This is an optimization exercise on Yosys and OpenROAD, whose aim is small area and a short achievable clock period, not a production implementation.
Where RTL was checked, it was by simulation tests only, not by an equivalence proof against the original.
For runs 1 to 4, only the layout was checked, not whether the RTL still works.
Power is estimated from default activity; no workload was simulated.

### design.v
module sys_matmul_stream #(
  parameter int N      = 3,
  parameter int DW     = 8,
  parameter int ACC_W  = 2*DW + $clog2(N),
  parameter int SIGNED = 0
) (
  input  logic             CLK,
  input  logic             rst_n,
  input  logic             vld_in,
  output logic             rdy_in,
  input  logic [DW-1:0]    a,
  input  logic [DW-1:0]    b,
  input  logic             keep,
  output logic             vld_out,
  input  logic             rdy_out,
  output logic [ACC_W-1:0] c,
  output logic             last_out,
  output logic             busy,
  output logic [1:0]       dbg_state
);
  localparam logic [1:0] S_LOAD = 2'd0, S_MAC = 2'd1, S_DRAIN = 2'd2;
  logic [1:0]       r_state;
  logic [1:0]       r_i, r_j, r_row, r_col;
  logic             r_busy;
  logic             r_zero;      
  logic             r_clr;       
  logic             r_ph1, r_ph2, r_ph3;   
  logic [8:0]       r_osel;      
  logic [DW-1:0]    r_a [3];
  logic [DW-1:0]    r_b [3];
  logic [14:0]      r_ps [3];    
  logic [14:1]      r_pc [3];
  logic [ACC_W-1:0] r_c [3][3];
  logic w_in_hs, w_out_hs, w_last, w_mac, w_rot;
  assign w_mac     = (r_state == S_MAC);
  assign rdy_in    = (r_state == S_LOAD);
  assign vld_out   = (r_state == S_DRAIN);
  assign w_last    = (r_row == 2'd2) && (r_col == 2'd2);
  assign last_out  = r_osel[8];
  assign busy      = r_busy;
  assign dbg_state = r_state;
  assign w_in_hs   = vld_in && rdy_in;
  assign w_out_hs  = vld_out && rdy_out;
  always_comb begin
    c = '0;
    for (int k = 0; k < 9; k++)
      c = c | (r_c[k/3][k%3] & {ACC_W{r_osel[k]}});
  end
  logic [1:0] w_state_n, w_row_n, w_col_n, w_w0_n, w_pos_n;
  always_comb begin
    w_state_n = r_state;
    case (r_state)
      S_LOAD:  if (w_in_hs && (r_i == 2'd2)) w_state_n = S_MAC;
      S_MAC:   w_state_n = (r_j == 2'd2) ? S_DRAIN : S_LOAD;
      S_DRAIN: if (w_out_hs && w_last) w_state_n = S_LOAD;
      default: w_state_n = S_LOAD;
    endcase
    w_row_n = r_row;
    w_col_n = r_col;
    if (w_out_hs) begin
      if (r_col == 2'd2) begin
        w_col_n = 2'd0;
        w_row_n = (r_row == 2'd2) ? 2'd0 : r_row + 2'd1;
      end else begin
        w_col_n = r_col + 2'd1;
      end
    end
    w_w0_n  = w_mac ? 2'd1 : (r_ph1 ? 2'd2 : 2'd0);
    w_pos_n = w_col_n;
    if (w_row_n == 2'd0)
      case (w_w0_n)
        2'd1:    w_pos_n = (w_col_n == 2'd0) ? 2'd2 : w_col_n - 2'd1;
        2'd2:    w_pos_n = (w_col_n == 2'd2) ? 2'd0 : w_col_n + 2'd1;
        default: w_pos_n = w_col_n;
      endcase
  end
  always_ff @(posedge CLK) begin
    if (!rst_n) begin
      r_state <= S_LOAD;
      r_i     <= '0;
      r_j     <= '0;
      r_row   <= '0;
      r_col   <= '0;
      r_busy  <= 1'b0;
      r_zero  <= 1'b1;
      r_ph1   <= 1'b0;
      r_ph2   <= 1'b0;
      r_ph3   <= 1'b0;
      r_osel  <= '0;
    end else begin
      r_state <= w_state_n;
      r_row   <= w_row_n;
      r_col   <= w_col_n;
      r_ph1   <= w_mac;
      r_ph2   <= r_ph1;
      r_ph3   <= r_ph2;
      for (int k = 0; k < 9; k++)
        r_osel[k] <= (w_state_n == S_DRAIN) && (w_row_n == 2'(k/3)) && (w_pos_n == 2'(k%3));
      if (w_in_hs) begin
        r_i    <= (r_i == 2'd2) ? 2'd0 : r_i + 2'd1;
        r_busy <= 1'b1;
        if ((r_i == 2'd0) && (r_j == 2'd0)) r_zero <= 1'b0;
      end
      if (w_mac) r_j <= (r_j == 2'd2) ? 2'd0 : r_j + 2'd1;
      if (w_out_hs && w_last) r_busy <= 1'b0;
    end
  end
  assign w_rot = (w_in_hs && (r_i == 2'd2)) || w_mac || r_ph1;
  always_ff @(posedge CLK) begin
    if (w_in_hs && (r_i == 2'd0) && (r_j == 2'd0)) r_clr <= !keep || r_zero;
    for (int k = 0; k < 3; k++)
      if (w_in_hs && (r_i == 2'(k))) r_a[k] <= a;
    if (w_in_hs && (r_i == 2'd0)) r_b[0] <= b;
    else if (w_rot)               r_b[0] <= r_b[1];
    if (w_rot)                    r_b[1] <= (r_i == 2'd2 && w_in_hs) ? b : r_b[2];
    else if (w_in_hs && (r_i == 2'd1)) r_b[1] <= b;
    if (w_rot)                    r_b[2] <= r_b[0];
  end
  logic [15:0] w_ms [3], w_mc [3];
  mul8cs u_m0 (.x(r_a[0]), .y(r_b[0]), .s(w_ms[0]), .c(w_mc[0]));
  mul8cs u_m1 (.x(r_a[1]), .y(r_b[0]), .s(w_ms[1]), .c(w_mc[1]));
  mul8cs u_m2 (.x(r_a[2]), .y(r_b[2]), .s(w_ms[2]), .c(w_mc[2]));
  always_ff @(posedge CLK) begin
    for (int u = 0; u < 3; u++) begin
      r_ps[u] <= w_ms[u][14:0];
      r_pc[u] <= w_mc[u][14:1];
    end
  end
  logic w_en [3], w_g0 [3];
  assign w_en[0] = w_mac || r_ph1 || r_ph2;
  assign w_en[1] = w_en[0];
  assign w_en[2] = r_ph1 || r_ph2 || r_ph3;
  assign w_g0[0] = r_clr && (w_mac ? (r_j == 2'd0) : (r_j == 2'd1));
  assign w_g0[1] = w_g0[0];
  assign w_g0[2] = r_clr && (r_j == 2'd1);
  always_ff @(posedge CLK) begin
    for (int u = 0; u < 3; u++)
      if (w_en[u]) begin
        r_c[u][0] <= r_c[u][1];
        r_c[u][1] <= r_c[u][2];
        r_c[u][2] <= (w_g0[u] ? '0 : r_c[u][0]) + ACC_W'(r_ps[u]) + ACC_W'({r_pc[u], 1'b0});
      end
  end
endmodule
module mul8cs (input logic [7:0] x, input logic [7:0] y, output logic [15:0] s, output logic [15:0] c);
  wire pp0_0 = x[0] & y[0];
  wire pp0_1 = x[0] & y[1];
  wire pp0_2 = x[0] & y[2];
  wire pp0_3 = x[0] & y[3];
  wire pp0_4 = x[0] & y[4];
  wire pp0_5 = x[0] & y[5];
  wire pp0_6 = x[0] & y[6];
  wire pp0_7 = x[0] & y[7];
  wire pp1_0 = x[1] & y[0];
  wire pp1_1 = x[1] & y[1];
  wire pp1_2 = x[1] & y[2];
  wire pp1_3 = x[1] & y[3];
  wire pp1_4 = x[1] & y[4];
  wire pp1_5 = x[1] & y[5];
  wire pp1_6 = x[1] & y[6];
  wire pp1_7 = x[1] & y[7];
  wire pp2_0 = x[2] & y[0];
  wire pp2_1 = x[2] & y[1];
  wire pp2_2 = x[2] & y[2];
  wire pp2_3 = x[2] & y[3];
  wire pp2_4 = x[2] & y[4];
  wire pp2_5 = x[2] & y[5];
  wire pp2_6 = x[2] & y[6];
  wire pp2_7 = x[2] & y[7];
  wire pp3_0 = x[3] & y[0];
  wire pp3_1 = x[3] & y[1];
  wire pp3_2 = x[3] & y[2];
  wire pp3_3 = x[3] & y[3];
  wire pp3_4 = x[3] & y[4];
  wire pp3_5 = x[3] & y[5];
  wire pp3_6 = x[3] & y[6];
  wire pp3_7 = x[3] & y[7];
  wire pp4_0 = x[4] & y[0];
  wire pp4_1 = x[4] & y[1];
  wire pp4_2 = x[4] & y[2];
  wire pp4_3 = x[4] & y[3];
  wire pp4_4 = x[4] & y[4];
  wire pp4_5 = x[4] & y[5];
  wire pp4_6 = x[4] & y[6];
  wire pp4_7 = x[4] & y[7];
  wire pp5_0 = x[5] & y[0];
  wire pp5_1 = x[5] & y[1];
  wire pp5_2 = x[5] & y[2];
  wire pp5_3 = x[5] & y[3];
  wire pp5_4 = x[5] & y[4];
  wire pp5_5 = x[5] & y[5];
  wire pp5_6 = x[5] & y[6];
  wire pp5_7 = x[5] & y[7];
  wire pp6_0 = x[6] & y[0];
  wire pp6_1 = x[6] & y[1];
  wire pp6_2 = x[6] & y[2];
  wire pp6_3 = x[6] & y[3];
  wire pp6_4 = x[6] & y[4];
  wire pp6_5 = x[6] & y[5];
  wire pp6_6 = x[6] & y[6];
  wire pp6_7 = x[6] & y[7];
  wire pp7_0 = x[7] & y[0];
  wire pp7_1 = x[7] & y[1];
  wire pp7_2 = x[7] & y[2];
  wire pp7_3 = x[7] & y[3];
  wire pp7_4 = x[7] & y[4];
  wire pp7_5 = x[7] & y[5];
  wire pp7_6 = x[7] & y[6];
  wire pp7_7 = x[7] & y[7];
  wire hs0 = pp0_6 ^ pp1_5;
  wire hc0 = pp0_6 & pp1_5;
  wire fs1 = pp0_7 ^ pp1_6 ^ pp2_5;
  wire fc1 = (pp0_7 & pp1_6) | (pp0_7 & pp2_5) | (pp1_6 & pp2_5);
  wire hs2 = pp3_4 ^ pp4_3;
  wire hc2 = pp3_4 & pp4_3;
  wire fs3 = pp1_7 ^ pp2_6 ^ pp3_5;
  wire fc3 = (pp1_7 & pp2_6) | (pp1_7 & pp3_5) | (pp2_6 & pp3_5);
  wire hs4 = pp4_4 ^ pp5_3;
  wire hc4 = pp4_4 & pp5_3;
  wire fs5 = pp2_7 ^ pp3_6 ^ pp4_5;
  wire fc5 = (pp2_7 & pp3_6) | (pp2_7 & pp4_5) | (pp3_6 & pp4_5);
  wire hs6 = pp0_4 ^ pp1_3;
  wire hc6 = pp0_4 & pp1_3;
  wire fs7 = pp0_5 ^ pp1_4 ^ pp2_3;
  wire fc7 = (pp0_5 & pp1_4) | (pp0_5 & pp2_3) | (pp1_4 & pp2_3);
  wire hs8 = pp3_2 ^ pp4_1;
  wire hc8 = pp3_2 & pp4_1;
  wire fs9 = hs0 ^ pp2_4 ^ pp3_3;
  wire fc9 = (hs0 & pp2_4) | (hs0 & pp3_3) | (pp2_4 & pp3_3);
  wire fs10 = pp4_2 ^ pp5_1 ^ pp6_0;
  wire fc10 = (pp4_2 & pp5_1) | (pp4_2 & pp6_0) | (pp5_1 & pp6_0);
  wire fs11 = fs1 ^ hs2 ^ pp5_2;
  wire fc11 = (fs1 & hs2) | (fs1 & pp5_2) | (hs2 & pp5_2);
  wire fs12 = pp6_1 ^ pp7_0 ^ hc0;
  wire fc12 = (pp6_1 & pp7_0) | (pp6_1 & hc0) | (pp7_0 & hc0);
  wire fs13 = fs3 ^ hs4 ^ pp6_2;
  wire fc13 = (fs3 & hs4) | (fs3 & pp6_2) | (hs4 & pp6_2);
  wire fs14 = pp7_1 ^ fc1 ^ hc2;
  wire fc14 = (pp7_1 & fc1) | (pp7_1 & hc2) | (fc1 & hc2);
  wire fs15 = fs5 ^ pp5_4 ^ pp6_3;
  wire fc15 = (fs5 & pp5_4) | (fs5 & pp6_3) | (pp5_4 & pp6_3);
  wire fs16 = pp7_2 ^ fc3 ^ hc4;
  wire fc16 = (pp7_2 & fc3) | (pp7_2 & hc4) | (fc3 & hc4);
  wire fs17 = pp3_7 ^ pp4_6 ^ pp5_5;
  wire fc17 = (pp3_7 & pp4_6) | (pp3_7 & pp5_5) | (pp4_6 & pp5_5);
  wire fs18 = pp6_4 ^ pp7_3 ^ fc5;
  wire fc18 = (pp6_4 & pp7_3) | (pp6_4 & fc5) | (pp7_3 & fc5);
  wire fs19 = pp4_7 ^ pp5_6 ^ pp6_5;
  wire fc19 = (pp4_7 & pp5_6) | (pp4_7 & pp6_5) | (pp5_6 & pp6_5);
  wire hs20 = pp0_3 ^ pp1_2;
  wire hc20 = pp0_3 & pp1_2;
  wire fs21 = hs6 ^ pp2_2 ^ pp3_1;
  wire fc21 = (hs6 & pp2_2) | (hs6 & pp3_1) | (pp2_2 & pp3_1);
  wire fs22 = fs7 ^ hs8 ^ pp5_0;
  wire fc22 = (fs7 & hs8) | (fs7 & pp5_0) | (hs8 & pp5_0);
  wire fs23 = fs9 ^ fs10 ^ fc7;
  wire fc23 = (fs9 & fs10) | (fs9 & fc7) | (fs10 & fc7);
  wire fs24 = fs11 ^ fs12 ^ fc9;
  wire fc24 = (fs11 & fs12) | (fs11 & fc9) | (fs12 & fc9);
  wire fs25 = fs13 ^ fs14 ^ fc11;
  wire fc25 = (fs13 & fs14) | (fs13 & fc11) | (fs14 & fc11);
  wire fs26 = fs15 ^ fs16 ^ fc13;
  wire fc26 = (fs15 & fs16) | (fs15 & fc13) | (fs16 & fc13);
  wire fs27 = fs17 ^ fs18 ^ fc15;
  wire fc27 = (fs17 & fs18) | (fs17 & fc15) | (fs18 & fc15);
  wire fs28 = fs19 ^ pp7_4 ^ fc17;
  wire fc28 = (fs19 & pp7_4) | (fs19 & fc17) | (pp7_4 & fc17);
  wire fs29 = pp5_7 ^ pp6_6 ^ pp7_5;
  wire fc29 = (pp5_7 & pp6_6) | (pp5_7 & pp7_5) | (pp6_6 & pp7_5);
  wire hs30 = pp0_2 ^ pp1_1;
  wire hc30 = pp0_2 & pp1_1;
  wire fs31 = hs20 ^ pp2_1 ^ pp3_0;
  wire fc31 = (hs20 & pp2_1) | (hs20 & pp3_0) | (pp2_1 & pp3_0);
  wire fs32 = fs21 ^ pp4_0 ^ hc20;
  wire fc32 = (fs21 & pp4_0) | (fs21 & hc20) | (pp4_0 & hc20);
  wire fs33 = fs22 ^ hc6 ^ fc21;
  wire fc33 = (fs22 & hc6) | (fs22 & fc21) | (hc6 & fc21);
  wire fs34 = fs23 ^ hc8 ^ fc22;
  wire fc34 = (fs23 & hc8) | (fs23 & fc22) | (hc8 & fc22);
  wire fs35 = fs24 ^ fc10 ^ fc23;
  wire fc35 = (fs24 & fc10) | (fs24 & fc23) | (fc10 & fc23);
  wire fs36 = fs25 ^ fc12 ^ fc24;
  wire fc36 = (fs25 & fc12) | (fs25 & fc24) | (fc12 & fc24);
  wire fs37 = fs26 ^ fc14 ^ fc25;
  wire fc37 = (fs26 & fc14) | (fs26 & fc25) | (fc14 & fc25);
  wire fs38 = fs27 ^ fc16 ^ fc26;
  wire fc38 = (fs27 & fc16) | (fs27 & fc26) | (fc16 & fc26);
  wire fs39 = fs28 ^ fc18 ^ fc27;
  wire fc39 = (fs28 & fc18) | (fs28 & fc27) | (fc18 & fc27);
  wire fs40 = fs29 ^ fc19 ^ fc28;
  wire fc40 = (fs29 & fc19) | (fs29 & fc28) | (fc19 & fc28);
  wire fs41 = pp6_7 ^ pp7_6 ^ fc29;
  wire fc41 = (pp6_7 & pp7_6) | (pp6_7 & fc29) | (pp7_6 & fc29);
  assign s[0] = pp0_0;
  assign c[0] = 1'b0;
  assign s[1] = pp0_1;
  assign c[1] = pp1_0;
  assign s[2] = hs30;
  assign c[2] = pp2_0;
  assign s[3] = fs31;
  assign c[3] = hc30;
  assign s[4] = fs32;
  assign c[4] = fc31;
  assign s[5] = fs33;
  assign c[5] = fc32;
  assign s[6] = fs34;
  assign c[6] = fc33;
  assign s[7] = fs35;
  assign c[7] = fc34;
  assign s[8] = fs36;
  assign c[8] = fc35;
  assign s[9] = fs37;
  assign c[9] = fc36;
  assign s[10] = fs38;
  assign c[10] = fc37;
  assign s[11] = fs39;
  assign c[11] = fc38;
  assign s[12] = fs40;
  assign c[12] = fc39;
  assign s[13] = fs41;
  assign c[13] = fc40;
  assign s[14] = pp7_7;
  assign c[14] = fc41;
  assign s[15] = 1'b0;
  assign c[15] = 1'b0;
endmodule
### constraint.sdc
create_clock -name core_clock -period 8.0 [get_ports {CLK}]
set_input_delay 1.6000 -clock core_clock [delete_from_list [all_inputs] [get_ports {CLK}]]
set_output_delay 1.6000 -clock core_clock [all_outputs]
set_load 0.01 [all_outputs]
### run.sh
#!/bin/bash
# synth_recipe.tcl (not shown) runs the flow's synth.tcl, then flattens the netlist and writes it again
# the make line also repeats each setting of config.mk as NAME=value (left out here)
make -C /OpenROAD-flow-scripts/flow DESIGN_CONFIG=/design/flow/config.mk WORK_HOME=/design/flow/orfs CLKGATE_MAP_FILE= SYNTH_SCRIPT=/design/flow/synth_recipe.tcl finish
### config.mk
export PLATFORM = sky130hd
export DESIGN_NAME = sys_matmul_stream
export DESIGN_NICKNAME = sys_matmul_stream
export VERILOG_FILES = /design/flow/design.v
export SDC_FILE = /design/flow/constraint.sdc
export NUM_CORES = 4
export LEC_CHECK = 0
export CAP_MARGIN = 20
export CORE_MARGIN = 2
export CORE_UTILIZATION = 40
export SLEW_MARGIN = 20
==> flow_metrics.py, run 1 <==
metrics = {
    "pwr": {
        "p_leak_nw": 7.86,
        "ir_drop_mv": 0.146,
        "p_per_area_nw_per_um2": 276,
    },
    "route": {
        "routed.top_layer": "met4",
        "vias": 10904,
        "final_antenna_net_count": 0,
        "drt_iter0_markers": 849,
        "routed_wl_um": 42400,
        "drc": 0,
        "via_per_inst": 5.25,
        "wl_met3_um": 2330,
        "wl_met1_um": 19100,
        "wl_met2_um": 19800,
        "post_drt_wl_per_cell_um": 20.4,
        "firstDrtPassIters": 7,
    },
    "clock_tree": {
        "post_cts_buffers": 0,
        "cts_hold_buf": 0,
        "clkTransAtPathRegs_ps": 60,
        "clk_latency_ps": 540,
        "cts_resized": 0,
        "cts_tree": "built",
        "cts.htree.levels": 2,
        "cts_buffers": 37,
        "cts.sinks": 322,
        "root_buffer": "clkbuf_16",
        "cts_max_path_buffers": 3,
    },
    "critical_path": {
        "critical_path_arrival_ps": 4930,
        "slowest_stage": "dfxtp_1",
        "critPathKind": "reg -> reg",
        "crit_chain": "and2b_1, xnor2_1, or3b_1, buf_4, nand2_1, fa_1, inv_1, ha_1, fa_1, a21oi_1, o21ai_0, a21oi_1, o21bai_1, a221oi_2, o311ai_1",
        "crit_path_max_fanout": 38,
        "critPathRequiredTime_ps": 8270,
        "critPathCaptureType": "register",
        "start_kind": "register",
        "max_stage_delay_ps": 590,
    },
    "synthesis": {
        "yosysUniqueCellTypes": 61,
        "syn-cell-area_sq_um": 17500,
        "yosys.area.top_type": "edfxtp_1",
        "synth_fp_nets": 1665,
        "seq_area_frac_synth_pct": 48.9,
        "synthCells": 1422,
        "yosys_register_bits": 322,
        "yosys_warnings": 17,
        "avgSynthCellArea_sq_um": 12.3,
        "synthMostInstantiatedCell": "edfxtp_1",
        "async_reset_ff_share_pct": 0,
        "synthFlopType": "edfxtp_1",
        "synth_edf_count": 211,
        "synth_common_cells": "edfxtp_1, and2_1, fa_1",
        "yosysTopAreaCellShare_pct": 36.2,
        "synth_area_leaders": "edfxtp_1, fa_1, dfxtp_1",
    },
    "timing": {
        "fin_skew_ps": 19.3,
        "finalHoldViolations": 0,
        "fin_crit_sh_pct": 58.3,
        "setup_viol": 0,
        "tightestPinTransition_ps": 1110,
        "fmax_ghz": 0.215,
        "tns_ps": 0,
        "slew_headroom_pct": 25.8,
        "rsz0062_at_grt": "no",
        "layout_min_cycle_time_ps": 4660,
        "drv_slew": 0,
    },
    "global_routing": {
        "first_global_vias": 10989,
        "grt_usage_pct": 19.1,
        "antenna_found_initial": 0,
        "grt_pass1_wl_um": 65000,
        "overflow": 0,
        "grt_max_degree": 78,
    },
    "final_layout": {
        "drive_gt1_share_pct": 6.23,
        "fin_util_pct": 45.9,
        "stdcell_area_sq_um": 19800,
        "nNetsFinal": 1707,
        "area.growth.synth_to_final_pct": 13.2,
        "n_fill_cell": 3969,
        "finalNonFillerCells": 2078,
        "antenna_cells": 0,
    },
    "floorplan": {
        "pin_count": 45,
        "die_x_um": 213,
        "start_util_pct": 40.5,
        "fp.dieArea_sq_um": 45400,
        "row_count": 76,
        "die_y_um": 213,
        "core_area_sq_um": 43200,
    },
    "place": {
        "hpwl_um": 31600,
        "gp_congestion": 0.855,
        "place_inst": 2010,
        "dpl_cell_area_sq_um": 18500,
        "port_buffers": 44,
    },
    "job": {
        "maxCapViolCount": 0,
    },
    "hold_path": {
        "hold_class": "reg -> reg",
    },
    "outcome": {
        "status": "finished clean",
    },
}
==> worst max-delay path: cells and delay by family (launching register included) <==
kind                       cells  cell delay, ps
adders and majority gates      3            1160
buffers and inverters          2             380
xor gates and xnor gates       1             220
DFF                            1             590
AOI/OAI and AO/OA              6            1440
and+or+nand+nor                3             600
==> logic make-up (layout without fill, tap and decap cells) <==
logic type	Yosys count	count (layout)	synth area share, %
simple gates	432	432	13.1
flops	322	322	48.9
fa+ha+maj	222	222	22.3
compound gates	215	215	8.77
buf+inv	174	245	3.80
xor+xnor	37	37	1.85
mux	20	20	1.26
==> sequential cells by signal, indices dropped and copies added (netlist names), 2 cells and up <==
name	count
r_a	24
r_ps	45
r_osel	9
r_j	2
r_col	2
r_i	2
r_c	162
r_b	24
r_state	2
r_pc	42
r_row	2
==> final timing paths <==
path | from | end | slack (ps) | depth (start not counted)
setup / recovery | r_state[1] | r_c[5][17] | 3340 | 15
hold / removal | r_c[7][1] | r_c[6][1] | 450 | 0
setup reg to reg | r_state[1] | r_c[5][17] | 3340 | 15
hold reg to reg | r_c[7][1] | r_c[6][1] | 450 | 0
==> final cells by class <==
class / count / area [sq um] / share of cell area, %
Sequential cell: 322 / 8560 / 43.2
Multi-Input combinational cell: 926 / 8290 / 41.8
Clock buffer: 49 / 1030 / 5.22
Tap cell: 585 / 732 / 3.70
Inverter: 128 / 480 / 2.43
Timing Repair Buffer: 49 / 478 / 2.41
Clock inverter: 19 / 236 / 1.19
==> metal layers <==
metal | vias up | global-route usage (%)
met5 | - | 0
met4 | 0 | 6.23
met3 | 57 | 2.97
met2 | 335 | 30.7
met1 | 5485 | 26.6
li1 | 5027 | -
==> metrics by stage <==
step / setup WS (ps) / hold slack [ps] / power [mW]
detailed placement: 3380 / 434 / 3.75
global route: 3000 / 455 / 5.80
finish: 3340 / 447 / 5.47
global placement: 3560 / 431 / 3.71
floorplan: 3960 / 426 / 3.34
CTS: 3380 / 448 / 5.51
==> layout by cell type (no fill, tap or decap), types with 12 or more instances in the layout <==
cell type and instances:
nand3_1 29, ha_1 72, nor2b_1 16, a222oi_1 18
clkdlybuf4s50_1 44, and2_1 161, a22oi_1 20, nor2_1 44
inv_1 128, mux2_2 16, a22o_1 18, dfxtp_1 111
a21o_1 12, nand2_1 122, o21ai_0 27, xnor2_1 23
xor2_1 14, a221oi_1 18, clkbuf_16 39, edfxtp_1 211
fa_1 150, a21oi_1 48
==> power by group <==
part           leakage (nW)  total (mW)  switching [mW]  internal (mW)
Combinational          4.41        1.61           0.906          0.708
Sequential             2.83        2.11           0.108           2.00
Clock                 0.615        1.75           0.676           1.08
Total                  7.86        5.47            1.69           3.78
==> run 2: changes to the inputs <==
--- a/config.mk
+++ b/config.mk
@@ -8,4 +8,5 @@
 export CAP_MARGIN = 20
 export CORE_MARGIN = 2
 export CORE_UTILIZATION = 40
+export SETUP_SLACK_MARGIN = 5
 export SLEW_MARGIN = 20
==> flow_metrics.py, run 2 <==
metrics = {
    "global_routing": {
        "grt_max_degree": 63,
        "first_global_vias": 11802,
        "antenna_found_initial": 0,
        "grt_pass1_wl_um": 70300,
        "grt_usage_pct": 20.9,
        "overflow": 0,
    },
    "synthesis": {
        "avgSynthCellArea_sq_um": 12.3,
        "synthMostInstantiatedCell": "edfxtp_1",
        "seq_area_frac_synth_pct": 48.9,
        "yosysTopAreaCellShare_pct": 36.2,
        "syn-cell-area_sq_um": 17500,
        "yosys_register_bits": 322,
        "synth_edf_count": 211,
        "synthCells": 1422,
        "synth_fp_nets": 1665,
        "yosys_warnings": 17,
        "async_reset_ff_share_pct": 0,
        "synth_common_cells": "edfxtp_1, and2_1, fa_1",
        "yosysUniqueCellTypes": 61,
        "synth_area_leaders": "edfxtp_1, fa_1, dfxtp_1",
        "yosys.area.top_type": "edfxtp_1",
        "synthFlopType": "edfxtp_1",
    },
    "pwr": {
        "ir_drop_mv": 0.188,
        "swShare_pct": 33.2,
        "p_leak_nw": 9.05,
        "comb_power_share_pct": 41.9,
        "p_clk_share_pct": 25.3,
        "p_per_area_nw_per_um2": 283,
        "p_sw_mw": 2.12,
        "seq_power_share_pct": 32.7,
        "intPower_mw": 4.26,
    },
    "final_layout": {
        "drive_gt1_share_pct": 27.3,
        "nNetsFinal": 1850,
        "area.growth.synth_to_final_pct": 28.8,
        "reg.largest.list": "r_c x162, r_ps x45, r_pc x42",
        "n_fill_cell": 3737,
        "antenna_cells": 0,
        "layout_commonest_cell": "edfxtp_1",
        "fin_util_pct": 52.2,
        "regMostFlops": "r_c",
        "largest_reg_flops": 162,
        "most-common-layout-cells": "edfxtp_1, and2_1, fa_1, inv_1, nand2_1",
    },
    "critical_path": {
        "critical_path_arrival_ps": 3990,
        "critPathRequiredTime_ps": 8270,
        "critPathKind": "reg -> reg",
        "crit_path_max_fanout": 5,
        "start_kind": "register",
        "critPathCaptureType": "register",
    },
    "floorplan": {
        "fp.dieArea_sq_um": 45400,
        "core_area_sq_um": 43200,
        "start_util_pct": 40.5,
        "pin_count": 45,
        "row_count": 76,
        "die_y_um": 213,
        "die_x_um": 213,
    },
    "timing": {
        "layout_min_cycle_time_ps": 3720,
        "tightestPinTransition_ps": 839,
        "layout_setup_ws_ps": 4280,
        "finalHoldViolations": 0,
        "tns_ps": 0,
        "setup_viol": 0,
        "fin_crit_sh_pct": 46.5,
        "fin_skew_ps": 35.1,
        "drv_slew": 0,
        "hold_slack_ps": 438,
        "slew_headroom_pct": 44.1,
        "rsz0062_at_grt": "yes",
        "fmax_ghz": 0.269,
    },
    "clock_tree": {
        "cts_hold_buf": 0,
        "cts_max_path_buffers": 3,
        "cts_tree": "built",
        "clk_latency_ps": 540,
        "cts_buffers": 36,
        "cts.htree.levels": 2,
        "clkTransAtPathRegs_ps": 60,
        "cts.sinks": 322,
        "root_buffer": "clkbuf_16",
    },
    "place": {
        "port_buffers": 44,
        "hpwl_um": 31100,
        "dp_slack_ps": 3910,
        "gp_congestion": 0.843,
    },
    "route": {
        "via_per_inst": 5.33,
        "post_drt_wl_per_cell_um": 21.4,
        "final_antenna_net_count": 0,
        "drc": 0,
        "routed_wl_um": 47500,
        "firstDrtPassIters": 8,
        "drt_iter0_markers": 1064,
        "vias": 11827,
    },
    "outcome": {
        "status": "finished clean",
    },
    "hold_path": {
        "hold_class": "reg -> reg",
    },
    "job": {
        "maxCapViolCount": 0,
    },
}
## run 2: path summary, 6_finish.rpt
check	endpoint	start	slack (ps)	cells after the start
hold / removal	r_c[0][9]	r_c[1][9]	440	0
setup reg to reg	r_c[5][17]	r_state[1]	4280	14
hold reg to reg	r_c[0][9]	r_c[1][9]	440	0
setup / recovery	r_c[5][17]	r_state[1]	4280	14
## run 2: area by class of cell
type                       count  area, sq um  share of cell area [%]
tap                          585          732                    3.25
inverter                     128          483                    2.14
clock inverter                19          158                   0.699
multi-input combinational    926         9640                    42.8
clock buffer                  45          987                    4.38
sequential                   322         8600                    38.2
timing repair buffer         193         1940                    8.61
## run 2: kinds of logic (layout without fill, tap and decap cells)
group,count (synthesis),in the layout,synth area share [%]
AND/OR/NAND/NOR,432,432,13.1
flip-flops,322,322,48.9
multiplexers,20,20,1.26
adder cells (fa/ha/maj),222,222,22.3
buffers and inverters,174,385,3.80
XOR/XNOR,37,37,1.85
AO/OA/AOI/OAI,215,215,8.77
## run 2: power by group through the flow
stage	combinational [mW]	clock, mW	sequential (mW)
floorplan	1.39	0	2.10
global placement	1.69	0	2.14
detailed placement	1.73	0	2.14
CTS	2.20	1.65	2.10
global route	2.92	1.71	2.11
finish	2.68	1.62	2.09
## run 2: what timing repair did
item	in CTS	in global routing
gates cloned	5	1
resized for setup	251	119
hold endpoints to repair	0	0
setup endpoints to repair	103	93
pin swaps	97	118
buffers inserted	81	56
## run 2: layer usage
| layer | GRT usage (%) | up-vias | share of wire, % |
|---|---|---|---|
| li1 | - | 5319 | - |
| met1 | 29.6 | 6027 | 43 |
| met2 | 32.7 | 405 | 47 |
| met3 | 3.54 | 76 | 7.1 |
| met4 | 6.82 | 0 | 2.8 |
| met5 | 0 | - | 0 |
## run 2: critical path: stages (launching register included)
cell and delay, ps:
dfxtp_4 340, and2b_2 250, xnor2_2 140, or3b_4 460
buf_12 160, buf_16 140, and2_4 160, fa_1 570
ha_4 230, a21o_1 220, a21oi_2 180, o21ai_2 100
buf_4 150, a221oi_2 220, o311ai_1 130
## run 2: through the flow
stage | total power [mW] | cells | area [sq um]
6_report | 6.39 | 2218 | 22500
5_1_grt | 6.74 | 2218 | 22500
4_1_cts | 5.95 | 2161 | 21500
3_5_place_dp | 3.88 | 2011 | 18800
3_3_place_gp | 3.83 | 2011 | 18800
2_1_floorplan | 3.49 | 1422 | 17800
==> run 3: changes to the inputs <==
--- a/design.v
+++ b/design.v
@@ -19,126 +19,134 @@
   output logic [1:0]       dbg_state
 );
   localparam logic [1:0] S_LOAD = 2'd0, S_MAC = 2'd1, S_DRAIN = 2'd2;
+  localparam int UD = 0, UY = 1, UZ = 2;
   logic [1:0]       r_state;
-  logic [1:0]       r_i, r_j, r_row, r_col;
+  logic [1:0]       r_i, r_j;
   logic             r_busy;
-  logic             r_zero;      
-  logic             r_clr;       
-  logic             r_ph1, r_ph2, r_ph3;   
-  logic [8:0]       r_osel;      
-  logic [DW-1:0]    r_a [3];
+  logic             r_zero;        
+  logic             r_clr;         
+  logic             r_ph1;         
+  logic             r_h1, r_h1i1;  
+  logic             r_enD, r_enYZ, r_clrD, r_clrYZ, r_cD1, r_cY1;
+  logic [2:0]       r_wD, r_wYZ;   
+  logic [9:0]       r_ld;          
+  logic [ACC_W-1:0] r_cout;
+  logic [DW-1:0]    r_a [3];       
   logic [DW-1:0]    r_b [3];
-  logic [14:0]      r_ps [3];    
+  logic [14:0]      r_ps [3];      
   logic [14:1]      r_pc [3];
   logic [ACC_W-1:0] r_c [3][3];
-  logic w_in_hs, w_out_hs, w_last, w_mac, w_rot;
-  assign w_mac     = (r_state == S_MAC);
+  logic w_in_hs, w_out_hs, w_mac, w_drain, w_ld;
+  assign w_mac     = r_state[0];
+  assign w_drain   = r_state[1];
   assign rdy_in    = (r_state == S_LOAD);
-  assign vld_out   = (r_state == S_DRAIN);
-  assign w_last    = (r_row == 2'd2) && (r_col == 2'd2);
-  assign last_out  = r_osel[8];
+  assign vld_out   = w_drain;
+  assign last_out  = r_ld[9];
+  assign c         = r_cout;
   assign busy      = r_busy;
   assign dbg_state = r_state;
   assign w_in_hs   = vld_in && rdy_in;
-  assign w_out_hs  = vld_out && rdy_out;
-  always_comb begin
-    c = '0;
-    for (int k = 0; k < 9; k++)
-      c = c | (r_c[k/3][k%3] & {ACC_W{r_osel[k]}});
-  end
-  logic [1:0] w_state_n, w_row_n, w_col_n, w_w0_n, w_pos_n;
-  always_comb begin
-    w_state_n = r_state;
-    case (r_state)
-      S_LOAD:  if (w_in_hs && (r_i == 2'd2)) w_state_n = S_MAC;
-      S_MAC:   w_state_n = (r_j == 2'd2) ? S_DRAIN : S_LOAD;
-      S_DRAIN: if (w_out_hs && w_last) w_state_n = S_LOAD;
-      default: w_state_n = S_LOAD;
-    endcase
-    w_row_n = r_row;
-    w_col_n = r_col;
-    if (w_out_hs) begin
-      if (r_col == 2'd2) begin
-        w_col_n = 2'd0;
-        w_row_n = (r_row == 2'd2) ? 2'd0 : r_row + 2'd1;
-      end else begin
-        w_col_n = r_col + 2'd1;
-      end
-    end
-    w_w0_n  = w_mac ? 2'd1 : (r_ph1 ? 2'd2 : 2'd0);
-    w_pos_n = w_col_n;
-    if (w_row_n == 2'd0)
-      case (w_w0_n)
-        2'd1:    w_pos_n = (w_col_n == 2'd0) ? 2'd2 : w_col_n - 2'd1;
-        2'd2:    w_pos_n = (w_col_n == 2'd2) ? 2'd0 : w_col_n + 2'd1;
-        default: w_pos_n = w_col_n;
-      endcase
-  end
+  assign w_out_hs  = w_drain && rdy_out;
+  assign w_ld      = (w_mac && (r_j == 2'd2)) || w_out_hs;
+  logic w_clr_now;
+  assign w_clr_now = ((r_i == 2'd0) && (r_j == 2'd0)) ? (!keep || r_zero) : r_clr;
   always_ff @(posedge CLK) begin
     if (!rst_n) begin
       r_state <= S_LOAD;
       r_i     <= '0;
       r_j     <= '0;
-      r_row   <= '0;
-      r_col   <= '0;
       r_busy  <= 1'b0;
       r_zero  <= 1'b1;
       r_ph1   <= 1'b0;
-      r_ph2   <= 1'b0;
-      r_ph3   <= 1'b0;
-      r_osel  <= '0;
+      r_h1    <= 1'b0;
+      r_h1i1  <= 1'b0;
+      r_enD   <= 1'b0;
+      r_enYZ  <= 1'b0;
+      r_wD    <= 3'b001;
+      r_wYZ   <= 3'b001;
+      r_ld    <= 10'd1;
+      r_cout  <= '0;
     end else begin
-      r_state <= w_state_n;
-      r_row   <= w_row_n;
-      r_col   <= w_col_n;
-      r_ph1   <= w_mac;
-      r_ph2   <= r_ph1;
-      r_ph3   <= r_ph2;
-      for (int k = 0; k < 9; k++)
-        r_osel[k] <= (w_state_n == S_DRAIN) && (w_row_n == 2'(k/3)) && (w_pos_n == 2'(k%3));
+      case (r_state)
+        S_LOAD:  if (w_in_hs && (r_i == 2'd2)) r_state <= S_MAC;
+        S_MAC:   r_state <= (r_j == 2'd2) ? S_DRAIN : S_LOAD;
+        default: if (w_out_hs && r_ld[9]) r_state <= S_LOAD;
+      endcase
+      r_ph1  <= w_mac;
+      r_h1   <= w_in_hs;
+      r_h1i1 <= w_in_hs && (r_i == 2'd1);
+      r_enD  <= r_h1;
+      r_enYZ <= r_h1i1 || w_mac || r_ph1;
+      if (r_enD)  r_wD  <= {r_wD[1:0], r_wD[2]};
+      if (r_enYZ) r_wYZ <= {r_wYZ[1:0], r_wYZ[2]};
       if (w_in_hs) begin
         r_i    <= (r_i == 2'd2) ? 2'd0 : r_i + 2'd1;
         r_busy <= 1'b1;
         if ((r_i == 2'd0) && (r_j == 2'd0)) r_zero <= 1'b0;
       end
       if (w_mac) r_j <= (r_j == 2'd2) ? 2'd0 : r_j + 2'd1;
-      if (w_out_hs && w_last) r_busy <= 1'b0;
+      if (w_out_hs && r_ld[9]) r_busy <= 1'b0;
+      if (w_ld) begin
+        r_ld   <= {r_ld[8:0], r_ld[9]};
+        r_cout <= w_cnext;
+      end
     end
   end
-  assign w_rot = (w_in_hs && (r_i == 2'd2)) || w_mac || r_ph1;
   always_ff @(posedge CLK) begin
     if (w_in_hs && (r_i == 2'd0) && (r_j == 2'd0)) r_clr <= !keep || r_zero;
-    for (int k = 0; k < 3; k++)
-      if (w_in_hs && (r_i == 2'(k))) r_a[k] <= a;
-    if (w_in_hs && (r_i == 2'd0)) r_b[0] <= b;
-    else if (w_rot)               r_b[0] <= r_b[1];
-    if (w_rot)                    r_b[1] <= (r_i == 2'd2 && w_in_hs) ? b : r_b[2];
-    else if (w_in_hs && (r_i == 2'd1)) r_b[1] <= b;
-    if (w_rot)                    r_b[2] <= r_b[0];
+    r_cD1   <= w_in_hs && (r_j == 2'd0) && w_clr_now;
+    r_clrD  <= r_cD1;
+    r_cY1   <= w_in_hs && (r_i == 2'd1) && (r_j == 2'd0) && r_clr;
+    r_clrYZ <= r_cY1 || (r_clr && ((w_mac && (r_j == 2'd0)) || (r_ph1 && (r_j == 2'd1))));
+    if (w_in_hs) begin
+      r_a[0] <= a;      r_a[1] <= r_a[0]; r_a[2] <= r_a[1];
+      r_b[0] <= b;      r_b[1] <= r_b[0]; r_b[2] <= r_b[1];
+    end
+  end
+  logic [2:0] w_ks [3];    
+  logic [2:0] w_ps [3];    
+  logic [ACC_W-1:0] w_cnext;
+  always_comb begin
+    w_ks[UD] = {r_ld[8], r_ld[4], r_ld[0]};
+    w_ks[UY] = {r_ld[6], r_ld[7], r_ld[3]};
+    w_ks[UZ] = {r_ld[5], r_ld[2], r_ld[1]};
+    for (int u = 0; u < 3; u++) begin
+      logic [2:0] w;
+      w = (u == UD) ? r_wD : r_wYZ;
+      for (int p = 0; p < 3; p++)
+        w_ps[u][p] = (w[0] & w_ks[u][p]) | (w[1] & w_ks[u][(p+1)%3]) | (w[2] & w_ks[u][(p+2)%3]);
+    end
+    w_cnext = '0;
+    for (int u = 0; u < 3; u++)
+      for (int p = 0; p < 3; p++)
+        w_cnext = w_cnext | (r_c[u][p] & {ACC_W{w_ps[u][p]}});
   end
+  logic [DW-1:0] w_bY, w_aZ;
+  assign w_bY = r_ph1 ? r_b[2] : r_b[1];
+  assign w_aZ = w_mac ? r_a[2] : r_a[1];
   logic [15:0] w_ms [3], w_mc [3];
-  mul8cs u_m0 (.x(r_a[0]), .y(r_b[0]), .s(w_ms[0]), .c(w_mc[0]));
-  mul8cs u_m1 (.x(r_a[1]), .y(r_b[0]), .s(w_ms[1]), .c(w_mc[1]));
-  mul8cs u_m2 (.x(r_a[2]), .y(r_b[2]), .s(w_ms[2]), .c(w_mc[2]));
+  mul8cs u_mD (.x(r_a[0]), .y(r_b[0]), .s(w_ms[UD]), .c(w_mc[UD]));
+  mul8cs u_mY (.x(r_a[0]), .y(w_bY),   .s(w_ms[UY]), .c(w_mc[UY]));
+  mul8cs u_mZ (.x(w_aZ),   .y(r_b[0]), .s(w_ms[UZ]), .c(w_mc[UZ]));
   always_ff @(posedge CLK) begin
     for (int u = 0; u < 3; u++) begin
       r_ps[u] <= w_ms[u][14:0];
       r_pc[u] <= w_mc[u][14:1];
     end
   end
-  logic w_en [3], w_g0 [3];
-  assign w_en[0] = w_mac || r_ph1 || r_ph2;
-  assign w_en[1] = w_en[0];
-  assign w_en[2] = r_ph1 || r_ph2 || r_ph3;
-  assign w_g0[0] = r_clr && (w_mac ? (r_j == 2'd0) : (r_j == 2'd1));
-  assign w_g0[1] = w_g0[0];
-  assign w_g0[2] = r_clr && (r_j == 2'd1);
+  logic w_en [3], w_cl [3];
+  assign w_en[UD] = r_enD;
+  assign w_en[UY] = r_enYZ;
+  assign w_en[UZ] = r_enYZ;
+  assign w_cl[UD] = r_clrD;
+  assign w_cl[UY] = r_clrYZ;
+  assign w_cl[UZ] = r_clrYZ;
   always_ff @(posedge CLK) begin
     for (int u = 0; u < 3; u++)
       if (w_en[u]) begin
         r_c[u][0] <= r_c[u][1];
         r_c[u][1] <= r_c[u][2];
-        r_c[u][2] <= (w_g0[u] ? '0 : r_c[u][0]) + ACC_W'(r_ps[u]) + ACC_W'({r_pc[u], 1'b0});
+        r_c[u][2] <= (w_cl[u] ? '0 : r_c[u][0]) + ACC_W'(r_ps[u]) + ACC_W'({r_pc[u], 1'b0});
       end
   end
 endmodule
--- a/config.mk
+++ b/config.mk
@@ -8,5 +8,4 @@
 export CAP_MARGIN = 20
 export CORE_MARGIN = 2
 export CORE_UTILIZATION = 40
-export SETUP_SLACK_MARGIN = 5
 export SLEW_MARGIN = 20
==> flow_metrics.py, run 3 <==
metrics = {
    "synthesis": {
        "synth_fp_nets": 1820,
        "yosys_register_bits": 349,
        "synth_top_family_by_area": "adder cells",
        "synth_area_leaders": "edfxtp_1, fa_1, dfxtp_1",
        "synthCells": 1580,
        "synth.area.mux_share_pct": 1.48,
        "synthMostInstantiatedCell": "nand2_1",
        "yosys.area.top_type": "edfxtp_1",
        "seq_area_frac_synth_pct": 49.5,
        "yosys.area_share.simple_pct": 15.9,
        "synth_compound_area_share_pct": 6.68,
        "synthAdderAreaFrac_pct": 21.0,
        "synth_edf_count": 211,
        "async_reset_ff_share_pct": 0,
        "yosysTopAreaCellShare_pct": 34.5,
        "yosys_warnings": 21,
        "synth_common_cells": "nand2_1, edfxtp_1, fa_1",
        "yosysUniqueCellTypes": 62,
        "syn-cell-area_sq_um": 18400,
        "synthFlopType": "edfxtp_1",
        "synth_xor_area_share_pct": 1.67,
        "avgSynthCellArea_sq_um": 11.6,
    },
    "timing": {
        "tns_ps": 0,
        "setup_viol": 0,
        "rsz0062_at_grt": "no",
        "fin_crit_sh_pct": 48.8,
        "layout_min_cycle_time_ps": 3910,
        "hold_slack_ps": 340,
        "slew_headroom_pct": 14.5,
        "drv_slew": 0,
        "finalHoldViolations": 0,
        "fmax_ghz": 0.256,
        "tightestPinTransition_ps": 1250,
        "fin_skew_ps": 27.8,
    },
    "route": {
        "final_antenna_net_count": 0,
        "drc": 0,
        "routed_wl_um": 45400,
        "drt_iter0_markers": 890,
        "post_drt_wl_per_cell_um": 20.1,
        "firstDrtPassIters": 5,
        "vias": 11859,
        "via_per_inst": 5.26,
    },
    "critical_path": {
        "crit_path_max_fanout": 16,
        "start_kind": "register",
        "critPathRequiredTime_ps": 6400,
        "path_buf_inv": 1,
        "crit_chain": "nor2_1, clkdlybuf4s50_1",
        "cp_top_family": "buffers and inverters",
        "r2r_cells": 9,
        "slowest_stage": "clkdlybuf4s50_1",
        "critPathCaptureType": "output port",
        "timing.rr.start": "r_state[0]",
        "worstReg2RegEnd": "r_ps[2][7]",
        "ff2ff_setup_slack_ps": 4340,
        "critical_path_arrival_ps": 2310,
        "critPathKind": "reg -> out",
        "max_stage_delay_ps": 650,
    },
    "global_routing": {
        "grt_pass1_wl_um": 70400,
        "antenna_found_initial": 4,
        "first_global_vias": 12253,
        "grt_usage_pct": 19.5,
        "overflow": 0,
        "grt_max_degree": 67,
    },
    "pwr": {
        "comb_power_share_pct": 31.0,
        "intPower_mw": 3.99,
        "p_leak_nw": 8.17,
        "ir_drop_mv": 0.144,
        "p_clk_share_pct": 29.2,
        "p_sw_mw": 1.96,
        "p_per_area_nw_per_um2": 288,
        "seq_power_share_pct": 39.8,
        "swShare_pct": 32.9,
    },
    "clock_tree": {
        "cts_hold_buf": 0,
        "cts_max_path_buffers": 3,
        "clk_latency_ps": 560,
        "cts_tree": "built",
        "cts.htree.levels": 2,
        "cts_resized": 0,
        "cts.sinks": 349,
        "clkTransAtPathRegs_ps": 60,
        "root_buffer": "clkbuf_16",
        "cts_buffers": 39,
        "post_cts_buffers": 0,
    },
    "place": {
        "hpwl_um": 33000,
        "gp_congestion": 0.866,
        "port_buffers": 44,
    },
    "hold_path": {
        "hold_depth": 0,
        "min_to": "r_clrD",
        "hp-start": "r_cD1",
        "hold_class": "reg -> reg",
    },
    "final_layout": {
        "n_fill_cell": 4174,
        "regArea_sq_um": 9100,
        "area.growth.synth_to_final_pct": 12.5,
        "nNetsFinal": 1864,
        "drive_gt1_share_pct": 6.28,
        "largest_reg_flops": 162,
        "regMostFlops": "r_c",
        "fin_util_pct": 45.6,
        "antenna_cells": 0,
        "multi_input_area_sq_um": 8600,
        "most-common-layout-cells": "nand2_1, edfxtp_1, fa_1, dfxtp_1, inv_1",
        "layout_commonest_cell": "nand2_1",
        "reg.largest.list": "r_c x162, r_ps x45, r_pc x42",
    },
    "floorplan": {
        "fp.dieArea_sq_um": 47700,
        "start_util_pct": 40.5,
        "die_x_um": 218,
        "row_count": 78,
        "pin_count": 45,
        "core_area_sq_um": 45400,
        "die_y_um": 218,
    },
    "job": {
        "maxCapViolCount": 0,
    },
    "outcome": {
        "status": "finished clean",
    },
}
## run 3: changes by cell type in the layout (fill, tap and decap cells not counted), sizes merged, moves of 22 or more
cell	change
nor2b	+89
buf	-156
nand2	+153
dfxtp	+27
a21oi	-22
clkdlybuf4s50	+25
and2	-97
nand4	+36
## run 3: routing by layer
metal	vias to the layer above	GRT usage [%]	wire, um
met1	5956	27.0	20500
met2	405	30.0	20000
met5	-	1.35	85
met3	77	4.50	3460
met4	2	6.76	1260
li1	5419	-	-
## run 3: how the worst max path moves through the flow
stage	startpoint	endpoint	cells after the start
after CTS	r_state[0]	rdy_in	2
after floorplan	vld_in	r_clr	4
after global routing	r_state[0]	rdy_in	2
after detailed placement	r_clrYZ	r_c[8][17]	12
after global placement	r_state[0]	r_ps[2][9]	8
final	r_state[0]	rdy_in	2
## run 3: metrics by stage
step	cells	area, sq um	worst slack [ps]	power, mW
2_1_floorplan	1580	18400	4020	3.76
3_3_place_gp	2183	19400	4410	4.19
3_5_place_dp	2183	19400	4350	4.25
4_1_cts	2255	20700	4160	6.00
5_1_grt	2255	20700	4050	6.34
6_report	2255	20700	4090	5.95
## run 3: area by class of cell
cell class | count | share of cell area, %
Inverter | 126 | 2.29
Tap cell | 600 | 3.63
Timing Repair Buffer | 54 | 2.49
Clock buffer | 52 | 5.35
Multi-Input combinational cell | 1054 | 41.6
Sequential cell | 349 | 44.0
Clock inverter | 20 | 0.623
## run 3: cells by family (layout without fill, tap and decap cells)
| kind of cell | after synthesis | count (layout) |
|---|---|---|
| flops | 349 | 349 |
| simple gates | 602 | 602 |
| xor+xnor | 35 | 35 |
| fa+ha+maj | 219 | 219 |
| mux | 26 | 26 |
| buf+inv | 177 | 252 |
| compound gates | 172 | 172 |
## run 3: worst register-to-register path, stage by stage (launching register included)
cell and delay (ps):
dfxtp_1 830, mux2i_1 660, nand2b_1 210, fa_1 420
inv_1 80, fa_1 400, inv_1 80, fa_1 400
inv_1 70, fa_1 390
## run 3: power by group through the flow
stage,logic [mW],clock network [mW],registers (mW)
final,1.84,1.74,2.37
after floorplan,1.43,0,2.33
after CTS,1.85,1.77,2.37
after global routing,2.11,1.84,2.39
after detailed placement,1.84,0,2.41
after global placement,1.79,0,2.41
==> run 4: changes to the inputs <==
--- a/config.mk
+++ b/config.mk
@@ -8,4 +8,5 @@
 export CAP_MARGIN = 20
 export CORE_MARGIN = 2
 export CORE_UTILIZATION = 40
+export SETUP_SLACK_MARGIN = 5
 export SLEW_MARGIN = 20
==> flow_metrics.py, run 4 <==
metrics = {
    "global_routing": {
        "first_global_vias": 12264,
        "grt_max_degree": 84,
        "antenna_found_initial": 2,
        "overflow": 0,
        "grt_pass1_wl_um": 71700,
        "grt_usage_pct": 19.8,
    },
    "synthesis": {
        "yosys_warnings": 21,
        "synth_fp_nets": 1820,
        "synthMostInstantiatedCell": "nand2_1",
        "syn-cell-area_sq_um": 18400,
        "synth_edf_count": 211,
        "yosys.area.top_type": "edfxtp_1",
        "synth_common_cells": "nand2_1, edfxtp_1, fa_1",
        "yosysTopAreaCellShare_pct": 34.5,
        "synthCells": 1580,
        "seq_area_frac_synth_pct": 49.5,
        "synth_area_leaders": "edfxtp_1, fa_1, dfxtp_1",
        "async_reset_ff_share_pct": 0,
        "yosys_register_bits": 349,
        "avgSynthCellArea_sq_um": 11.6,
        "synthFlopType": "edfxtp_1",
        "yosysUniqueCellTypes": 62,
    },
    "final_layout": {
        "n_fill_cell": 4022,
        "largest_reg_flops": 162,
        "regMostFlops": "r_c",
        "area.growth.synth_to_final_pct": 21.3,
        "antenna_cells": 0,
        "layout_commonest_cell": "nand2_1",
        "reg.largest.list": "r_c x162, r_ps x45, r_pc x42",
        "regArea_sq_um": 9130,
        "drive_gt1_share_pct": 19.3,
        "fin_util_pct": 49.2,
        "finalNonFillerCells": 2350,
        "nNetsFinal": 1960,
        "most-common-layout-cells": "nand2_1, edfxtp_1, fa_1, dfxtp_1, inv_1",
        "multi_input_area_sq_um": 9330,
    },
    "clock_tree": {
        "clkTransAtPathRegs_ps": 60,
        "clk_latency_ps": 560,
        "cts.htree.levels": 2,
        "cts.sinks": 349,
        "cts_buffers": 39,
        "cts_max_path_buffers": 3,
        "root_buffer": "clkbuf_16",
        "cts_tree": "built",
    },
    "timing": {
        "fin_skew_ps": 23.0,
        "rsz0062_at_grt": "yes",
        "tightestPinTransition_ps": 1110,
        "fin_crit_sh_pct": 40.8,
        "layout_min_cycle_time_ps": 3260,
        "drv_slew": 0,
        "fmax_ghz": 0.306,
        "slew_headroom_pct": 25.9,
        "hold_slack_ps": 434,
        "setup_viol": 0,
        "finalHoldViolations": 0,
        "tns_ps": 0,
    },
    "route": {
        "vias": 12197,
        "routed_wl_um": 47600,
        "drt_iter0_markers": 1120,
        "final_antenna_net_count": 0,
        "firstDrtPassIters": 5,
        "via_per_inst": 5.19,
        "post_drt_wl_per_cell_um": 20.2,
        "drc": 0,
    },
    "outcome": {
        "status": "finished clean",
    },
    "place": {
        "hpwl_um": 32000,
        "place_inst": 2182,
        "port_buffers": 44,
        "gp_congestion": 0.814,
    },
    "floorplan": {
        "row_count": 78,
        "die_x_um": 218,
        "fp.dieArea_sq_um": 47700,
        "die_y_um": 218,
        "pin_count": 45,
        "start_util_pct": 40.5,
        "core_area_sq_um": 45400,
    },
    "hold_path": {
        "hold_class": "reg -> reg",
    },
    "critical_path": {
        "crit_chain": "buf_12, mux2i_4, nand2b_4, fa_1, inv_2, fa_1, inv_1, fa_1, inv_1, fa_2",
        "critPathKind": "reg -> reg",
        "start_kind": "register",
        "critPathCaptureType": "register",
        "critPathRequiredTime_ps": 8410,
        "crit_path_max_fanout": 6,
        "critical_path_arrival_ps": 3680,
        "max_stage_delay_ps": 470,
        "slowest_stage": "dfxtp_4",
        "cpMostUsedCell": "fa_1",
    },
    "job": {
        "maxCapViolCount": 0,
    },
    "pwr": {
        "p_per_area_nw_per_um2": 289,
        "ir_drop_mv": 0.139,
        "p_leak_nw": 8.96,
    },
}
==> run 4: cell counts after synthesis <==
Identical to the previous run, type by type.
==> run 4: logic make-up after synthesis <==
logic type / synth area share (%)
fa+ha+maj: 21.0
simple gates: 15.9
compound gates: 6.68
mux: 1.48
flops: 49.5
buf+inv: 3.76
xor+xnor: 1.67
==> run 4: final cells by class <==
| cell class | instances | area share (%) |
|---|---|---|
| Clock buffer | 59 | 5.37 |
| Clock inverter | 12 | 0.421 |
| Inverter | 126 | 2.13 |
| Multi-Input combinational cell | 1054 | 41.8 |
| Sequential cell | 349 | 40.9 |
| Tap cell | 600 | 3.36 |
| Timing Repair Buffer | 150 | 5.99 |
==> run 4: timing repair <==
| action | CTS | global route |
|---|---|---|
| setup buffers | 65 | 31 |
| endpoints found under the setup margin | 87 | 51 |
| hold buffers | 0 | 0 |
| cloned | 1 | 0 |
| resized for setup | 100 | 109 |
| pin swaps | 25 | 51 |
==> run 4: worst max-delay path, delay by kind of cell, from the launching register on <==
family	cells	cell delay, ps
and+or+nand+nor	1	200
buffers and inverters	4	410
muxes	1	360
DFF	1	470
adders and majority gates	4	1660
==> run 4: through the flow <==
step | cell area [sq um] | worst slack [ps] | total power [mW]
3_5_place_dp | 19500 | 4310 | 4.27
5_1_grt | 22300 | 4700 | 6.83
6_report | 22300 | 4740 | 6.44
2_1_floorplan | 18500 | 4860 | 3.77
4_1_cts | 21600 | 4810 | 6.24
3_3_place_gp | 19500 | 4310 | 4.21
==> run 4: power breakdown <==
group | switching (mW) | leakage (nW) | total, mW | internal, mW
sequential | 0.139 | 3.10 | 2.35 | 2.21
clock | 0.737 | 0.641 | 1.81 | 1.07
combinational | 1.26 | 5.22 | 2.29 | 1.03
total | 2.13 | 8.96 | 6.44 | 4.31
==> run 4: path summary, 6_finish.rpt <==
kind / endpoint / from / slack, ps / cells past startpoint
worst max-delay path: r_ps[2][7] / r_state[0] / 4740 / 10
worst min-delay path: r_c[3][10] / r_c[4][10] / 430 / 0
worst max register to register: r_ps[2][7] / r_state[0] / 4740 / 10
worst min register to register: r_c[3][10] / r_c[4][10] / 430 / 0
==> run 4: routing by layer <==
metal | track usage [%] | vias up | wire, um
met5 | 0 | - | 12
met4 | 5.58 | 2 | 1220
met3 | 4.12 | 84 | 3180
met2 | 31.5 | 377 | 22000
met1 | 27.5 | 6134 | 21200
li1 | - | 5600 | -
==> run 5: changes to the inputs <==
--- a/design.v
+++ b/design.v
@@ -31,8 +31,9 @@
   logic [2:0]       r_wD, r_wYZ;   
   logic [9:0]       r_ld;          
   logic [ACC_W-1:0] r_cout;
-  logic [DW-1:0]    r_a [3];       
-  logic [DW-1:0]    r_b [3];
+  logic [DW-1:0]    r_a [2];       
+  logic [DW-1:0]    r_b [2];
+  logic [DW-1:0]    r_az, r_by;
   logic [14:0]      r_ps [3];      
   logic [14:1]      r_pc [3];
   logic [ACC_W-1:0] r_c [3][3];
@@ -99,8 +100,15 @@
     r_cY1   <= w_in_hs && (r_i == 2'd1) && (r_j == 2'd0) && r_clr;
     r_clrYZ <= r_cY1 || (r_clr && ((w_mac && (r_j == 2'd0)) || (r_ph1 && (r_j == 2'd1))));
     if (w_in_hs) begin
-      r_a[0] <= a;      r_a[1] <= r_a[0]; r_a[2] <= r_a[1];
-      r_b[0] <= b;      r_b[1] <= r_b[0]; r_b[2] <= r_b[1];
+      r_a[0] <= a;      r_a[1] <= r_a[0];
+      r_b[0] <= b;      r_b[1] <= r_b[0];
+    end
+    if (w_in_hs && (r_i == 2'd0)) begin
+      r_az <= a;
+      r_by <= b;
+    end else if (w_mac) begin
+      r_az <= r_a[1];
+      r_by <= r_b[1];
     end
   end
   logic [2:0] w_ks [3];    
@@ -108,7 +116,7 @@
   logic [ACC_W-1:0] w_cnext;
   always_comb begin
     w_ks[UD] = {r_ld[8], r_ld[4], r_ld[0]};
-    w_ks[UY] = {r_ld[6], r_ld[7], r_ld[3]};
+    w_ks[UY] = {r_ld[7], r_ld[6], r_ld[3]};
     w_ks[UZ] = {r_ld[5], r_ld[2], r_ld[1]};
     for (int u = 0; u < 3; u++) begin
       logic [2:0] w;
@@ -121,13 +129,10 @@
       for (int p = 0; p < 3; p++)
         w_cnext = w_cnext | (r_c[u][p] & {ACC_W{w_ps[u][p]}});
   end
-  logic [DW-1:0] w_bY, w_aZ;
-  assign w_bY = r_ph1 ? r_b[2] : r_b[1];
-  assign w_aZ = w_mac ? r_a[2] : r_a[1];
   logic [15:0] w_ms [3], w_mc [3];
   mul8cs u_mD (.x(r_a[0]), .y(r_b[0]), .s(w_ms[UD]), .c(w_mc[UD]));
-  mul8cs u_mY (.x(r_a[0]), .y(w_bY),   .s(w_ms[UY]), .c(w_mc[UY]));
-  mul8cs u_mZ (.x(w_aZ),   .y(r_b[0]), .s(w_ms[UZ]), .c(w_mc[UZ]));
+  mul8cs u_mY (.x(r_a[0]), .y(r_by),   .s(w_ms[UY]), .c(w_mc[UY]));
+  mul8cs u_mZ (.x(r_az),   .y(r_b[0]), .s(w_ms[UZ]), .c(w_mc[UZ]));
   always_ff @(posedge CLK) begin
     for (int u = 0; u < 3; u++) begin
       r_ps[u] <= w_ms[u][14:0];
==> flow_metrics.py, run 5 <==
metrics = {
    "hold_path": {
        "hp-start": "r_cD1",
        "hold_class": "reg -> reg",
    },
    "synthesis": {
        "synthCells": 1594,
        "yosys_warnings": 21,
        "synth_area_leaders": "edfxtp_1, fa_1, dfxtp_1",
        "syn-cell-area_sq_um": 18400,
        "yosysTopAreaCellShare_pct": 34.4,
        "seq_area_frac_synth_pct": 49.4,
        "synth_fp_nets": 1834,
        "synth_edf_count": 211,
        "async_reset_ff_share_pct": 0,
        "yosys_register_bits": 349,
        "avgSynthCellArea_sq_um": 11.6,
        "synthFlopType": "edfxtp_1",
        "synth_common_cells": "nand2_1, edfxtp_1, fa_1",
        "yosys.area.top_type": "edfxtp_1",
        "synthMostInstantiatedCell": "nand2_1",
        "yosysUniqueCellTypes": 62,
    },
    "critical_path": {
        "critPathKind": "reg -> reg",
        "critPathCaptureType": "register",
        "crit_path_max_fanout": 11,
        "critPathRequiredTime_ps": 8310,
        "timing.rr.start": "r_clrYZ",
        "start_kind": "register",
        "critical_path_arrival_ps": 3480,
        "critical_path.startpoint": "r_clrYZ",
    },
    "clock_tree": {
        "cts_buffers": 39,
        "root_buffer": "clkbuf_16",
        "cts_hold_buf": 0,
        "clk_latency_ps": 560,
        "cts_tree": "built",
        "cts_max_path_buffers": 3,
        "clkTransAtPathRegs_ps": 60,
        "cts.htree.levels": 2,
        "cts.sinks": 349,
    },
    "place": {
        "hpwl_um": 33000,
        "dp_slack_ps": 3880,
        "gp_congestion": 0.882,
        "port_buffers": 44,
    },
    "route": {
        "post_drt_wl_per_cell_um": 20.5,
        "via_per_inst": 5.23,
        "drt_iter0_markers": 1264,
        "final_antenna_net_count": 0,
        "vias": 12145,
        "drc": 0,
        "routed_wl_um": 47600,
        "firstDrtPassIters": 5,
    },
    "global_routing": {
        "first_global_vias": 12274,
        "grt_max_degree": 82,
        "grt_usage_pct": 20.2,
        "overflow": 0,
        "grt_pass1_wl_um": 72400,
        "antenna_found_initial": 1,
    },
    "final_layout": {
        "n_fill_cell": 4140,
        "reg.largest.list": "r_c x162, r_ps x45, r_pc x42",
        "regMostFlops": "r_c",
        "most-common-layout-cells": "nand2_1, edfxtp_1, fa_1, dfxtp_1, inv_1",
        "fin_util_pct": 47.6,
        "regArea_sq_um": 9120,
        "largest_reg_flops": 162,
        "area.growth.synth_to_final_pct": 17.3,
        "layout_commonest_cell": "nand2_1",
        "multi_input_area_sq_um": 9000,
        "drive_gt1_share_pct": 13.4,
        "nNetsFinal": 1931,
    },
    "job": {
        "maxCapViolCount": 0,
    },
    "pwr": {
        "ir_drop_mv": 0.152,
        "power_mw": 6.53,
        "p_leak_nw": 8.70,
        "p_per_area_nw_per_um2": 302,
    },
    "timing": {
        "slew_headroom_pct": 32.8,
        "fmax_ghz": 0.315,
        "finalHoldViolations": 0,
        "layout_setup_ws_ps": 4830,
        "tns_ps": 0,
        "hold_slack_ps": 328,
        "layout_min_cycle_time_ps": 3170,
        "drv_slew": 0,
        "rsz0062_at_grt": "yes",
        "setup_viol": 0,
        "fin_skew_ps": 32.3,
        "fin_crit_sh_pct": 39.7,
        "tightestPinTransition_ps": 983,
    },
    "floorplan": {
        "start_util_pct": 40.6,
        "die_y_um": 219,
        "pin_count": 45,
        "row_count": 78,
        "die_x_um": 219,
        "core_area_sq_um": 45400,
        "fp.dieArea_sq_um": 47800,
    },
    "outcome": {
        "status": "finished clean",
    },
}
## run 5: cell count changes in the layout (fill, tap and decap cells not counted), sizes merged, moves of 7 or more
cell,previous run,this run
nand2,275,314
nor2b,105,57
buf,108,64
mux2i,16,8
nand2b,25,13
mux2,10,17
and2,64,85
## run 5: worst max-delay path, cell delays in order, from the launching register on
cell      delay, ps
dfxtp_4         350
buf_12          140
nand2b_4        140
fa_1            470
inv_1            60
ha_4            160
inv_2            50
fa_2            220
nor2b_4          50
o31a_1          320
o31ai_4         280
nand3_2         190
o221ai_2        200
mux2_4          320
## run 5: what timing repair did
| action | in CTS | in global routing |
|---|---|---|
| setup buffers | 40 | 17 |
| pin swaps | 15 | 17 |
| setup endpoints to repair | 116 | 43 |
| resized for setup | 66 | 49 |
| cloned | 2 | 0 |
## run 5: logic make-up after synthesis
group	synth area share, %
and+or+nand+nor	15.7
DFF	49.4
adders and majority gates	21.0
buffers and inverters	4.18
AOI/OAI and AO/OA	6.54
xor gates and xnor gates	1.71
muxes	1.47
## run 5: through the flow
| step | cell area [sq um] | std cells |
|---|---|---|
| detailed placement | 19500 | 2190 |
| CTS | 21200 | 2303 |
| finish | 21600 | 2322 |
| global placement | 19500 | 2190 |
| floorplan | 18500 | 1594 |
| global route | 21600 | 2322 |
## run 5: where the power goes
| group | internal (mW) | switching (mW) |
|---|---|---|
| logic | 1.05 | 1.31 |
| clock network | 1.04 | 0.736 |
| registers | 2.23 | 0.154 |
## run 5: layout make-up
cell class              instances  area share [%]
multi-input cells            1061            41.6
repair inverters                1          0.0347
repair buffers                108            4.48
clock buffers                  62            5.59
well taps                     600            3.47
inverters                     131            2.29
clock inverters                 9           0.284
diodes                          1          0.0116
flip-flops and latches        349            42.2
## run 5: final timing paths
kind                endpoint  slack [ps]  depth (start not counted)
hold / removal        r_clrD         330                          0
setup reg to reg  r_c[5][17]        4830                         13
setup / recovery  r_c[5][17]        4830                         13
hold reg to reg       r_clrD         330                          0
## run 5: layer usage
metal	wire length (um)	share of wire (%)	track usage [%]	vias to the layer above
met5	0	0	0	-
met4	1400	2.9	6.89	0
met3	3480	7.3	4.31	83
met2	21300	45	31.0	422
met1	21400	45	28.5	6109
li1	-	-	-	5531

==> separate check: timing with driven ports <==
No port has a modelled driver above. Below, the same layouts with a new extraction and two added sets of constraints. Step 1 assumes that a clkbuf_16 drives the clock port and a buf_2 every other input. Step 2 also shifts input and output timing later by t, the mid clock arrival at the registers, as if the neighbouring blocks saw the same clock. Three values: ideal, step 1, step 2; two values: the first two.
| run | t (ns) | setup slack, ns | cell pins on the clock port's net |
|---|---|---|---|
| run 1 | 0.580 | 3.340 / 3.340 / 3.340 | 1 |
| run 2 | 0.581 | 4.279 / 4.279 / 4.279 | 1 |
| run 3 | 0.600 | 4.094 / 4.038 / 4.198 | 1 |
| run 4 | 0.600 | 4.737 / 4.737 / 4.411 | 1 |
| run 5 | 0.599 | 4.826 / 4.826 / 4.353 | 1 |
After both steps every run listed still meets setup and hold. The setup slack of run 5, which loses most, moves by 0.000 ns with the drivers and by -0.473 ns with both steps.
